This is an optimization exercise on Yosys and OpenROAD, whose aim is small area, a short achievable clock period and few clock cycles per item, not a production implementation.
The RTL was checked by simulation tests, not by an equivalence proof against the original design.
No activity file was given, so power comes from the tool's default toggle rates.

==> run R: inputs <==
==> flow/design.v <==
package lzw_cam_pkg;
   function automatic integer count_width(input integer n);
      count_width = $clog2(n + 1);
   endfunction
endpackage
module lzw_cam_entry #(
   parameter int KEY_W = 20
) (
   input  logic             clk,
   input  logic             we,
   input  logic             valid,
   input  logic [KEY_W-1:0] wkey,
   input  logic [KEY_W-1:0] key,
   output logic             match
);
   logic [KEY_W-1:0] stored;
   always_ff @(posedge clk) begin
      if (we) begin
         stored <= wkey;
      end
   end
   assign match = valid && (stored == key);
endmodule
module lzw_dict_cam #(
   parameter int  DATA_W    = 8,
   parameter int  CODE_W    = 12,
   parameter int  NUM_ENTRY = 64,
   parameter int  BASE_CODE = 256,
   localparam int CNT_W     = lzw_cam_pkg::count_width(NUM_ENTRY)
) (
   input  logic                 clk,
   input  logic                 rst,
   input  logic                 req_valid,
   output logic                 req_ready,
   input  logic [CODE_W-1:0]    req_prefix,
   input  logic [DATA_W-1:0]    req_sym,
   input  logic                 req_insert,
   output logic                 rsp_valid,
   input  logic                 rsp_ready,
   output logic                 rsp_hit,
   output logic [CODE_W-1:0]    rsp_code,
   output logic                 rsp_inserted,
   output logic                 rsp_dict_reset,
   input  logic                 clear,
   output logic                 full,
   output logic [CNT_W-1:0]     count
);
   localparam int IDX_W = $clog2(NUM_ENTRY);
   localparam int KEY_W = CODE_W + DATA_W;
   if (BASE_CODE + NUM_ENTRY > (1 << CODE_W)) begin : g_code_range_check
      $error("lzw_dict_cam: BASE_CODE + NUM_ENTRY exceeds the code space");
   end
   logic [IDX_W-1:0]     lvl;
   logic [IDX_W-1:0]     lvl_p1;
   logic                 last;
   logic                 rv;         
   logic                 clr_p;      
   logic                 r_commit;   
   logic                 r_hit;      
   logic [IDX_W-1:0]     r_idx;      
   logic [KEY_W-1:0]     key_q;      
   logic                 hold;
   logic                 clr_now;
   logic                 kill;
   logic                 bp;
   logic                 any_hit;
   logic                 hit_ok;
   logic [IDX_W-1:0]     idx;
   logic [KEY_W-1:0]     key_in;
   logic [NUM_ENTRY-1:0] valid;
   logic [NUM_ENTRY-1:0] we;
   logic [NUM_ENTRY-1:0] match;
   assign hold      = rv && !rsp_ready;
   assign req_ready = !hold;
   assign clr_now   = clear || clr_p;
   assign kill      = clr_now || (r_commit && last);
   assign key_in    = {req_prefix, req_sym};
   always_comb begin
      for (int i = 0; i < NUM_ENTRY; i++) begin
         valid[i] = (IDX_W'(i) < lvl);
         we[i]    = (lvl == IDX_W'(i));
      end
   end
   for (genvar i = 0; i < NUM_ENTRY; i++) begin : g_cell
      lzw_cam_entry #(.KEY_W(KEY_W)) u_cell (
         .clk   (clk),
         .we    (we[i]),
         .valid (valid[i]),
         .wkey  (key_q),
         .key   (key_in),
         .match (match[i])
      );
   end
   assign bp = r_commit && (key_q == key_in);
   always_comb begin
      any_hit = bp;
      idx     = bp ? lvl : '0;
      for (int i = 0; i < NUM_ENTRY; i++) begin
         any_hit = any_hit | match[i];
         if (match[i]) idx = idx | IDX_W'(i);
      end
      hit_ok = any_hit && !kill;
   end
   always_ff @(posedge clk or posedge rst) begin
      if (rst) begin
         rv       <= 1'b0;
         r_commit <= 1'b0;
         lvl      <= '0;
         lvl_p1   <= IDX_W'(1);
         last     <= 1'b0;
         clr_p    <= 1'b0;
      end else begin
         rv <= req_valid || hold;
         if (hold) begin
            clr_p <= clr_p || clear;
         end else begin
            clr_p    <= 1'b0;
            r_commit <= req_valid && req_insert && !hit_ok;
            if (clr_now) begin
               lvl    <= '0;
               lvl_p1 <= IDX_W'(1);
               last   <= 1'b0;
            end else if (r_commit) begin
               lvl    <= lvl_p1;
               lvl_p1 <= lvl_p1 + IDX_W'(1);
               last   <= (lvl_p1 == IDX_W'(NUM_ENTRY - 1));
            end
         end
      end
   end
   always_ff @(posedge clk) begin
      if (!hold) begin
         r_hit <= hit_ok;
         r_idx <= idx;
         key_q <= key_in;
      end
   end
   assign rsp_valid      = rv;
   assign rsp_hit        = r_hit;
   assign rsp_inserted   = r_commit;
   assign rsp_dict_reset = r_commit && last;
   assign full           = r_commit && last;
   assign count          = r_commit ? {last, lvl_p1} : {1'b0, lvl};
   always_comb begin
      rsp_code = '0;
      rsp_code[$clog2(BASE_CODE)] = r_hit || r_commit;
      rsp_code[IDX_W-1:0] = (r_idx & {IDX_W{r_hit}}) | (lvl & {IDX_W{r_commit}});
   end
endmodule
==> flow/run.sh <==
#!/bin/bash
# synth_recipe.tcl (not shown) runs the flow's synth.tcl, then flattens the netlist and writes it again
# the make line also repeats each setting of config.mk as NAME=value (left out here)
make -C /OpenROAD-flow-scripts/flow DESIGN_CONFIG=/design/flow/config.mk WORK_HOME=/design/flow/orfs CLKGATE_MAP_FILE= SYNTH_SCRIPT=/design/flow/synth_recipe.tcl finish
==> flow/config.mk <==
export PLATFORM = sky130hd
export DESIGN_NAME = lzw_dict_cam
export DESIGN_NICKNAME = lzw_dict_cam
export VERILOG_FILES = /design/flow/design.v
export SDC_FILE = /design/flow/constraint.sdc
export NUM_CORES = 4
export LEC_CHECK = 0
export ABC_CLOCK_PERIOD_IN_PS = 2500
export CAP_MARGIN = 20
export CORE_MARGIN = 2
export CORE_UTILIZATION = 65
export CTS_CLUSTER_DIAMETER = 100
export CTS_CLUSTER_SIZE = 24
export PLACE_DENSITY = 0.75
export SETUP_SLACK_MARGIN = 3.0
export SLEW_MARGIN = 20
export TNS_END_PERCENT = 10
==> flow/constraint.sdc <==
create_clock -name core_clock -period 6.0 [get_ports {clk}]
set_input_delay 1.2000 -clock core_clock [delete_from_list [all_inputs] [get_ports {clk}]]
set_output_delay 1.2000 -clock core_clock [all_outputs]
set_load 0.01 [all_outputs]
==> inputs of run C, as changes to run R <==
==> flow/design.v, changed modules only <==
module lzw_dict_cam #(
   parameter int  DATA_W    = 8,
   parameter int  CODE_W    = 12,
   parameter int  NUM_ENTRY = 64,
   parameter int  BASE_CODE = 256,
   localparam int CNT_W     = lzw_cam_pkg::count_width(NUM_ENTRY)
) (
   input  logic                 clk,
   input  logic                 rst,
   input  logic                 req_valid,
   output logic                 req_ready,
   input  logic [CODE_W-1:0]    req_prefix,
   input  logic [DATA_W-1:0]    req_sym,
   input  logic                 req_insert,
   output logic                 rsp_valid,
   input  logic                 rsp_ready,
   output logic                 rsp_hit,
   output logic [CODE_W-1:0]    rsp_code,
   output logic                 rsp_inserted,
   output logic                 rsp_dict_reset,
   input  logic                 clear,
   output logic                 full,
   output logic [CNT_W-1:0]     count
);
   localparam int IDX_W = $clog2(NUM_ENTRY);
   localparam int KEY_W = CODE_W + DATA_W;
   if (BASE_CODE + NUM_ENTRY > (1 << CODE_W)) begin : g_code_range_check
      $error("lzw_dict_cam: BASE_CODE + NUM_ENTRY exceeds the code space");
   end
   logic [IDX_W-1:0]     lvl;
   logic                 rv;         
   logic                 clr_p;      
   logic                 r_ins;      
   logic                 r_hit;      
   logic [IDX_W-1:0]     r_idx;      
   logic [KEY_W-1:0]     key_q;      
   logic                 commit;
   logic                 last;
   logic                 hold;
   logic                 clr_now;
   logic                 kill;
   logic                 bp;
   logic                 any_hit;
   logic [IDX_W-1:0]     idx;
   logic [IDX_W-1:0]     lvl_p1;
   logic [KEY_W-1:0]     key_in;
   logic [NUM_ENTRY-1:0] valid;
   logic [NUM_ENTRY-1:0] we;
   logic [NUM_ENTRY-1:0] match;
   assign commit    = r_ins && !r_hit;
   assign last      = (lvl == IDX_W'(NUM_ENTRY - 1));
   assign hold      = rv && !rsp_ready;
   assign req_ready = !hold;
   assign clr_now   = clear || clr_p;
   assign kill      = clr_now || (commit && last);
   assign lvl_p1    = lvl + IDX_W'(1);
   assign key_in    = {req_prefix, req_sym};
   always_comb begin
      for (int i = 0; i < NUM_ENTRY; i++) begin
         valid[i] = (IDX_W'(i) < lvl);
         we[i]    = (lvl == IDX_W'(i));
      end
   end
   for (genvar i = 0; i < NUM_ENTRY; i++) begin : g_cell
      lzw_cam_entry #(.KEY_W(KEY_W)) u_cell (
         .clk   (clk),
         .we    (we[i]),
         .valid (valid[i]),
         .wkey  (key_q),
         .key   (key_in),
         .match (match[i])
      );
   end
   assign bp = commit && (key_q == key_in);
   always_comb begin
      any_hit = bp;
      idx     = bp ? lvl : '0;
      for (int i = 0; i < NUM_ENTRY; i++) begin
         any_hit = any_hit | match[i];
         if (match[i]) idx = idx | IDX_W'(i);
      end
   end
   always_ff @(posedge clk or posedge rst) begin
      if (rst) begin
         rv    <= 1'b0;
         r_ins <= 1'b0;
         lvl   <= '0;
         clr_p <= 1'b0;
      end else begin
         rv <= req_valid || hold;
         if (hold) begin
            clr_p <= clr_p || clear;
         end else begin
            clr_p <= 1'b0;
            r_ins <= req_valid && req_insert;
            lvl   <= clr_now ? '0 : commit ? lvl_p1 : lvl;
         end
      end
   end
   always_ff @(posedge clk) begin
      if (!hold) begin
         r_hit <= any_hit && !kill;
         r_idx <= idx;
         key_q <= key_in;
      end
   end
   assign rsp_valid      = rv;
   assign rsp_hit        = r_hit;
   assign rsp_inserted   = commit;
   assign rsp_dict_reset = commit && last;
   assign full           = commit && last;
   assign count          = commit ? {last, lvl_p1} : {1'b0, lvl};
   always_comb begin
      rsp_code = '0;
      rsp_code[$clog2(BASE_CODE)] = r_hit || r_ins;
      rsp_code[IDX_W-1:0] = r_hit ? r_idx : r_ins ? lvl : '0;
   end
endmodule
--- a/flow/config.mk
+++ b/flow/config.mk
@@ -9,9 +9,8 @@
 export CAP_MARGIN = 20
 export CORE_MARGIN = 2
-export CORE_UTILIZATION = 65
-export CTS_CLUSTER_DIAMETER = 100
-export CTS_CLUSTER_SIZE = 24
-export PLACE_DENSITY = 0.75
-export SETUP_SLACK_MARGIN = 3.0
+export CORE_UTILIZATION = 50
+export CTS_BUF_LIST = sky130_fd_sc_hd__clkbuf_8 sky130_fd_sc_hd__clkbuf_4
+export CTS_CLUSTER_SIZE = 20
+export PLACE_DENSITY = 0.65
+export SETUP_SLACK_MARGIN = 2.8
 export SLEW_MARGIN = 20
-export TNS_END_PERCENT = 10
==> inputs of run D, as changes to run R <==
==> flow/design.v, changed modules only <==
module lzw_cam_entry #(
   parameter int KEY_W = 20,
   parameter int GS    = 8,
   parameter int GI_W  = 3
) (
   input  logic             clk,
   input  logic [GS-1:0]    we,
   input  logic [GS-1:0]    valid,
   input  logic [KEY_W-1:0] key,
   output logic             ghit,
   output logic [GI_W-1:0]  gidx
);
   logic [KEY_W-1:0] stored [GS];
   logic [GS-1:0]    match;
   for (genvar i = 0; i < GS; i++) begin : g_e
      always_ff @(posedge clk) begin
         if (we[i]) begin
            stored[i] <= key;
         end
      end
      assign match[i] = valid[i] && (stored[i] == key);
   end
   always_comb begin
      ghit = |match;
      gidx = '0;
      for (int i = 0; i < GS; i++) begin
         if (match[i]) gidx = gidx | GI_W'(i);
      end
   end
endmodule
module lzw_dict_cam #(
   parameter int  DATA_W    = 8,
   parameter int  CODE_W    = 12,
   parameter int  NUM_ENTRY = 64,
   parameter int  BASE_CODE = 256,
   localparam int CNT_W     = lzw_cam_pkg::count_width(NUM_ENTRY)
) (
   input  logic                 clk,
   input  logic                 rst,
   input  logic                 req_valid,
   output logic                 req_ready,
   input  logic [CODE_W-1:0]    req_prefix,
   input  logic [DATA_W-1:0]    req_sym,
   input  logic                 req_insert,
   output logic                 rsp_valid,
   input  logic                 rsp_ready,
   output logic                 rsp_hit,
   output logic [CODE_W-1:0]    rsp_code,
   output logic                 rsp_inserted,
   output logic                 rsp_dict_reset,
   input  logic                 clear,
   output logic                 full,
   output logic [CNT_W-1:0]     count
);
   localparam int IDX_W = $clog2(NUM_ENTRY);
   localparam int KEY_W = CODE_W + DATA_W;
   localparam int GS    = 8;                   
   localparam int NG    = NUM_ENTRY / GS;
   localparam int GI_W  = $clog2(GS);
   localparam int GN_W  = IDX_W - GI_W;
   if (BASE_CODE + NUM_ENTRY > (1 << CODE_W)) begin : g_code_range_check
      $error("lzw_dict_cam: BASE_CODE + NUM_ENTRY exceeds the code space");
   end
   logic [IDX_W-1:0]  lvl;
   logic              rv;         
   logic              clr_p;      
   logic              r_ins;      
   logic [NG-1:0]     r_ghit;     
   logic [GI_W-1:0]   r_gidx [NG];
   logic              hit;
   logic [IDX_W-1:0]  hit_idx;
   logic              commit;
   logic              take;
   logic              accept;
   logic [IDX_W-1:0]  base;
   logic [IDX_W-1:0]  lvl_now;
   logic [IDX_W-1:0]  slot;
   logic [KEY_W-1:0]  key_in;
   logic [NUM_ENTRY-1:0] valid;
   logic [NUM_ENTRY-1:0] we;
   logic [NG-1:0]     ghit;
   logic [GI_W-1:0]   gidx [NG];
   always_comb begin
      hit     = |r_ghit;
      hit_idx = '0;
      for (int g = 0; g < NG; g++) begin
         if (r_ghit[g]) hit_idx = hit_idx | {GN_W'(g), GI_W'(0)};
         hit_idx = hit_idx | {GN_W'(0), r_gidx[g]};
      end
   end
   assign commit    = r_ins && !hit;
   assign take      = rv && rsp_ready;
   assign req_ready = !rv || rsp_ready;
   assign accept    = req_valid && req_ready;
   assign base    = (rv && clr_p) ? '0 : lvl;
   assign lvl_now = base + IDX_W'(rv && !clr_p && commit);
   assign slot    = clear ? '0 : lvl_now;
   assign key_in  = {req_prefix, req_sym};
   always_comb begin
      for (int i = 0; i < NUM_ENTRY; i++) begin
         valid[i] = !clear && (IDX_W'(i) < lvl_now);
         we[i]    = (slot == IDX_W'(i));
      end
   end
   for (genvar g = 0; g < NG; g++) begin : g_grp
      lzw_cam_entry #(.KEY_W(KEY_W), .GS(GS), .GI_W(GI_W)) u_grp (
         .clk   (clk),
         .we    (we[g*GS +: GS]),
         .valid (valid[g*GS +: GS]),
         .key   (key_in),
         .ghit  (ghit[g]),
         .gidx  (gidx[g])
      );
   end
   always_ff @(posedge clk or posedge rst) begin
      if (rst) begin
         rv    <= 1'b0;
         lvl   <= '0;
         clr_p <= 1'b0;
      end else begin
         rv <= accept || (rv && !take);
         if (rv && !take) begin
            clr_p <= clr_p || clear;
         end else begin
            clr_p <= 1'b0;
            lvl   <= clear ? '0 : lvl_now;
         end
      end
   end
   always_ff @(posedge clk) begin
      if (accept) begin
         r_ins  <= req_insert;
         r_ghit <= ghit;
         for (int g = 0; g < NG; g++) r_gidx[g] <= gidx[g];
      end
   end
   assign rsp_valid      = rv;
   assign rsp_hit        = hit;
   assign rsp_inserted   = commit;
   assign rsp_dict_reset = commit && (lvl == IDX_W'(NUM_ENTRY - 1));
   assign full           = rv && commit && (lvl == IDX_W'(NUM_ENTRY - 1));
   assign count          = {1'b0, lvl} + CNT_W'(rv && commit);
   always_comb begin
      rsp_code = '0;
      if (hit) begin
         rsp_code = CODE_W'(BASE_CODE) + CODE_W'(hit_idx);
      end else if (r_ins) begin
         rsp_code = CODE_W'(BASE_CODE) + CODE_W'(lvl);
      end
   end
endmodule
==> flow/config.mk (replaced) <==
export PLATFORM = sky130hd
export DESIGN_NAME = lzw_dict_cam
export DESIGN_NICKNAME = lzw_dict_cam
export VERILOG_FILES = /design/flow/design.v
export SDC_FILE = /design/flow/constraint.sdc
export NUM_CORES = 4
export LEC_CHECK = 0
export CAP_MARGIN = 20
export CORE_MARGIN = 2
export CORE_UTILIZATION = 40
export PLACE_DENSITY = 0.6
export SLEW_MARGIN = 20
==> inputs of run M, as changes to run R <==
==> flow/flow/run.sh (new file) <==
#!/bin/bash
set -o pipefail
cp standard.sh standard_sh.log
cp config.mk config_mk.log
export BUFFER_PORTS_ARGS="-buffer_cell sky130_fd_sc_hd__buf_4"
bash standard.sh > standard_run.log 2>&1
==> flow/standard.sh (new file) <==
#!/bin/bash
# synth_recipe.tcl (not shown) runs the flow's synth.tcl, then flattens the netlist and writes it again
# the make line also repeats each setting of config.mk as NAME=value (left out here)
make -C /OpenROAD-flow-scripts/flow DESIGN_CONFIG=/design/flow/config.mk WORK_HOME=/design/flow/orfs CLKGATE_MAP_FILE= SYNTH_SCRIPT=/design/flow/synth_recipe.tcl "${@:-finish}"
--- a/flow/config.mk
+++ b/flow/config.mk
@@ -9,9 +9,6 @@
 export CAP_MARGIN = 20
 export CORE_MARGIN = 2
-export CORE_UTILIZATION = 65
-export CTS_CLUSTER_DIAMETER = 100
-export CTS_CLUSTER_SIZE = 24
-export PLACE_DENSITY = 0.75
-export SETUP_SLACK_MARGIN = 3.0
+export CORE_UTILIZATION = 50
+export PLACE_DENSITY = 0.65
+export SETUP_SLACK_MARGIN = 3.3
 export SLEW_MARGIN = 20
-export TNS_END_PERCENT = 10
removed: flow/run.sh
==> qor summary <==
item                                                                           run C                   run M                    run R                        run D
Count of flip-flops with a built-in enable after synthesis                      1287                    1287                     1287                         1293
Final routed wirelength across all metal layers                       176000 microns          195000 microns           183000 microns               142000 microns
Terminus of the critical flop-to-flop path                                     r_hit                r_commit                 r_commit  g_grp[7].u_grp.stored[0][2]
Fraction of met2 tracks used by global routing                                 47.7%                   50.0%                    61.9%                        31.2%
Non-clock buffer share of cell area                                            4.38%                   6.85%                    6.20%                        3.73%
Top routing layer used                                                          met5                    met4                     met5                         met4
Finished Core Util                                                             57.8%                   60.3%                    72.8%                        46.3%
Status                                              no timing/DRC/antenna violations  no timing/DRC/antenna violations  no timing/DRC/antenna violations  no timing/DRC/antenna violations
Slew margin rel.                                                               18.2%                   19.1%                    13.3%                        20.2%
Worst-Margin Slew                                                            1.23 ns                 1.21 ns                  1.30 ns                      1.19 ns
Slowest-stage cell, CP                                      sky130_fd_sc_hd__dfrtp_2  sky130_fd_sc_hd__or4_4  sky130_fd_sc_hd__nor4_1     sky130_fd_sc_hd__a21oi_2
Cell-internal power                                                         14400 uW                15600 uW                 12500 uW                     15000 uW
Multi-input gate share of the layout cell area                                 25.5%                   26.1%                    26.9%                        24.9%
Non-clock buffers                                                                293                     374                      344                          262
Layout-stage area growth over the synthesis result                             14.8%                   19.4%                    11.0%                        14.5%
Flop pwr share                                                                 53.1%                   49.9%                    62.1%                        52.5%
Testbench counts of run R, summed over its fixed seeds: cycles 32,008, items 32,000.
Testbench counts of run C, summed over its fixed seeds: cycles 32,008, items 32,000.
Testbench counts of run D, summed over its fixed seeds: cycles 32,008, items 32,000.
Testbench counts of run M, summed over its fixed seeds: cycles 32,008, items 32,000.

-- what the ideal ports hide --
The results above use ideal ports. As a check the final layouts listed here were re-extracted and re-timed, cells and wires unchanged.
Step 1 sets driving cells, clkbuf_16 on the clock port and buf_2 on the other inputs (assumed; they add their load-dependent delay and slew).
Step 2 also shifts input and output timing later by t, the mid clock arrival at the registers, as if the neighbouring blocks saw the same clock.
Slacks: ideal ports / drivers / drivers and shift; pairs: ideal ports / drivers.
run | t (ns) | setup WS [ns] | worst setup path after step 2 | latest minus earliest clock arrival (ns) | worst data-port slew with drivers (ns)
run R | 0.756 | 2.842 / 2.767 / 2.012 | input to register | 0.033 / 0.033 | 0.24
run C | 0.954 | 2.431 / 2.360 / 1.714 | input to register | 0.072 / 0.071 | 0.07
run D | 0.819 | 0.435 / 0.435 / 0.435 | register to register | 0.037 / 0.037 | 0.08
run M | 0.815 | 2.867 / 2.752 / 1.938 | input to register | 0.041 / 0.041 | 0.35
After both steps every run listed still meets setup and hold. The setup slack of run M, which loses most, moves by -0.115 ns with the drivers and by -0.929 ns with both steps.
